This is an optimization exercise on Yosys and OpenROAD, whose aim is small area, a short achievable clock period and few clock cycles per item, not a production implementation.
Only simulation tests tie the RTL to the original design; equivalence was not proved.

==> flow/design.v (excerpt) <==
module sfp_norm_seq #(
  parameter int COL = 8,
  parameter int BW_PSUM = 20,
  parameter int OUT_SHIFT = 8,
  parameter int SW = BW_PSUM + $clog2(COL),
  parameter int BW_OUT = OUT_SHIFT + 2
) (
  input  logic                      clk,
  input  logic                      reset,
  input  logic                      mode_signed,
  input  logic                      mode_dual,
  input  logic                      in_valid,
  output logic                      in_ready,
  input  logic [COL*BW_PSUM-1:0]    in_row,
  output logic [SW-1:0]             sum_out,
  output logic                      sum_out_valid,
  input  logic [SW:0]               sum_in,
  input  logic                      sum_in_valid,
  output logic                      out_valid,
  input  logic                      out_ready,
  output logic [COL*BW_OUT-1:0]     out_row,
  output logic                      busy
);
  localparam int NS = 7;             
  localparam int RW = 25;            
  logic v0, v1, v2, vo;
  logic [NS:1] vd;
  logic xd1;                         
  logic hold, adv, go1, en1, en0;
  logic dm1;
  logic nv0, nv1, nv2, nvo;
  logic [NS:1] nvd;
  assign hold = vo & ~out_ready;
  assign adv  = ~hold;
  assign go1 = ~dm1 | xd1 | sum_in_valid;
  assign en1 = ~v1 | (adv & go1);
  assign en0 = ~v0 | en1;
  assign in_ready = en0;
  assign out_valid = vo;
  assign nv0 = en0 ? in_valid : v0;
  assign nv1 = en1 ? v0 : v1;
  assign nv2 = adv ? v1 & go1 : v2;
  assign nvd = adv ? {vd[NS-1:1], v2} : vd;
  assign nvo = adv ? vd[NS] : vo;
  always_ff @(posedge clk) begin
    if (reset) begin
      v0 <= 1'b0;
      v1 <= 1'b0;
      v2 <= 1'b0;
      vd <= '0;
      vo <= 1'b0;
      busy <= 1'b0;
    end else begin
      v0 <= nv0;
      v1 <= nv1;
      v2 <= nv2;
      vd <= nvd;
      vo <= nvo;
      busy <= nv0 | nv1 | nv2 | (|nvd) | nvo;
    end
  end
  function automatic logic [22:0] fa_s(input logic [22:0] a, input logic [22:0] b, input logic [22:0] c);
    fa_s = a ^ b ^ c;
  endfunction
  ...
Size: ~13000 cells after synthesis, about 300 I/O pins, about 160000 sq um of cells after synthesis.
Settings: LEC_CHECK=0, CAP_MARGIN=20, CORE_MARGIN=2, CORE_UTILIZATION=50, SETUP_SLACK_MARGIN=2.6, SLEW_MARGIN=20; clock period 6.0 ns.
run.sh (not shown) runs the stock make flow with config.mk's settings and CLKGATE_MAP_FILE= SYNTH_SCRIPT=/design/flow/synth_recipe.tcl, a recipe that flattens the netlist after the stock synthesis.
The first run completed with no timing, DRC or antenna violations.
Testbench counts at the start, summed over its fixed seeds: cycles 1,368, rows 1,280.
Next try:
--- a/flow/config.mk
+++ b/flow/config.mk
@@ -8,5 +8,6 @@
 export CAP_MARGIN = 20
 export CORE_MARGIN = 2
-export CORE_UTILIZATION = 50
-export SETUP_SLACK_MARGIN = 2.6
+export CORE_UTILIZATION = 65
+export CTS_CLUSTER_SIZE = 40
+export SETUP_SLACK_MARGIN = 2.0
 export SLEW_MARGIN = 20
Worst hold slack loses 0.015 ns.
Area after synthesis stays the same.
Sequential share of layout area went up by 3.4 points.
Synthesized cell count stays the same.
Next try:
--- a/flow/config.mk
+++ b/flow/config.mk
@@ -10,4 +10,4 @@
 export CORE_UTILIZATION = 65
 export CTS_CLUSTER_SIZE = 40
-export SETUP_SLACK_MARGIN = 2.0
+export SETUP_SLACK_MARGIN = 2.6
 export SLEW_MARGIN = 20
With this change the flow never finished: it broke off in global routing; synthesized area is unchanged; synthesized cell count does not change.

========
Setup of JK:
Another version of the RTL of sfp_norm_seq (not shown whole).
Size in the first run: about 2600 flip-flops, roughly 300 I/O pins, ~160000 µm² of cells after synthesis.
==> flow/design.v (excerpt) <==
module sfp_norm_seq #(
  parameter int COL = 8,
  parameter int BW_PSUM = 20,
  parameter int OUT_SHIFT = 8,
  parameter int SW = BW_PSUM + $clog2(COL),
  parameter int BW_OUT = OUT_SHIFT + 2
) (
  input  logic                      clk,
  input  logic                      reset,
  input  logic                      mode_signed,
  input  logic                      mode_dual,
  input  logic                      in_valid,
  output logic                      in_ready,
  input  logic [COL*BW_PSUM-1:0]    in_row,
  output logic [SW-1:0]             sum_out,
  output logic                      sum_out_valid,
  input  logic [SW:0]               sum_in,
  input  logic                      sum_in_valid,
  output logic                      out_valid,
  input  logic                      out_ready,
  output logic [COL*BW_OUT-1:0]     out_row,
  output logic                      busy
);
export LEC_CHECK = 0
export CAP_MARGIN = 20
export CORE_MARGIN = 2
export CORE_UTILIZATION = 60
export CTS_CLUSTER_SIZE = 40
export SETUP_SLACK_MARGIN = 2.3
export SLEW_MARGIN = 20
create_clock -name core_clock -period 6.0 [get_ports {clk}]
Testbench counts of JK, summed over its fixed seeds: cycles 1,368, rows 1,280.
Changes in MS relative to JK:
- a change of SETUP_SLACK_MARGIN from 2.3 to 2.6
- a change of CORE_UTILIZATION from 60 to 65
Findings:
Number of cell rows ends up higher on JK. Looking at sum of net half-perimeters after detailed placement across both flows, MS is the weaker of the two, with JK ahead. Comparing JK and MS, the lower buffer count from post-CTS setup fixing is on JK. Diff JK -> MS | number of buffers added by the clock tree synthesis step | increase of 1.4%. Diff JK..MS | I/O pin count | unchanged. MS: it failed with a tool error in 5_1_grt, so there are no final results.
## Diff of input files: AL against MS
- ABC_AREA now 1, previously not set
- CORE_UTILIZATION now 60, was 65
- SETUP_SLACK_MARGIN now 2.3, was 2.6
--- outcome ---
Summary of MS and AL: one run falls short of a clean finish, namely MS.
MS terminated abnormally: 5_1_grt reported GRT-0228.
What AL reported for netlist area before placement has to be multiplied by 0.946 to get the figure for MS.
Compared with MS, AL degrades half-perimeter wire length of the detailed placement result.
Against MS, AL reports a arithmetic-cell share of the synthesized area counting full adders, half adders and majority gates that is lower.

## afterwards: timing with drivers on the ports
The flow's constraints put no driver on any port. The routed layouts listed below were extracted and timed again, unchanged, in two steps.
Step 1 (the two cells are an assumption about what drives the block):
set clk [get_ports {clk}]
set_driving_cell -lib_cell sky130_fd_sc_hd__clkbuf_16 $clk
set_driving_cell -lib_cell sky130_fd_sc_hd__buf_2 [delete_from_list [all_inputs] $clk]
Step 2 times the ports against the registers' clock, not the clock port: input delays grow and output delays shrink by t, the midpoint of the rising clock arrivals with the driver on.
Slacks: no drivers / after step 1 / after step 2; pairs: no drivers / after step 1.
| run | t (ns) | slack for setup (ns) | worst data-port slew with drivers (ns) |
|---|---|---|---|
| the first run of note 1 | 1.026 | 2.059 / 2.059 / 1.520 | 0.20 |
| the second run of note 1 | 1.063 | 1.744 / 1.744 / 1.185 | 0.11 |
| JK | 1.006 | 2.090 / 2.090 / 1.373 | 0.15 |
| AL | 1.008 | 2.220 / 2.220 / 1.462 | 0.07 |
After both steps setup and hold are still met in every run listed. The setup slack of AL, which loses most, moves by 0.000 ns with the drivers and by -0.758 ns with both steps.
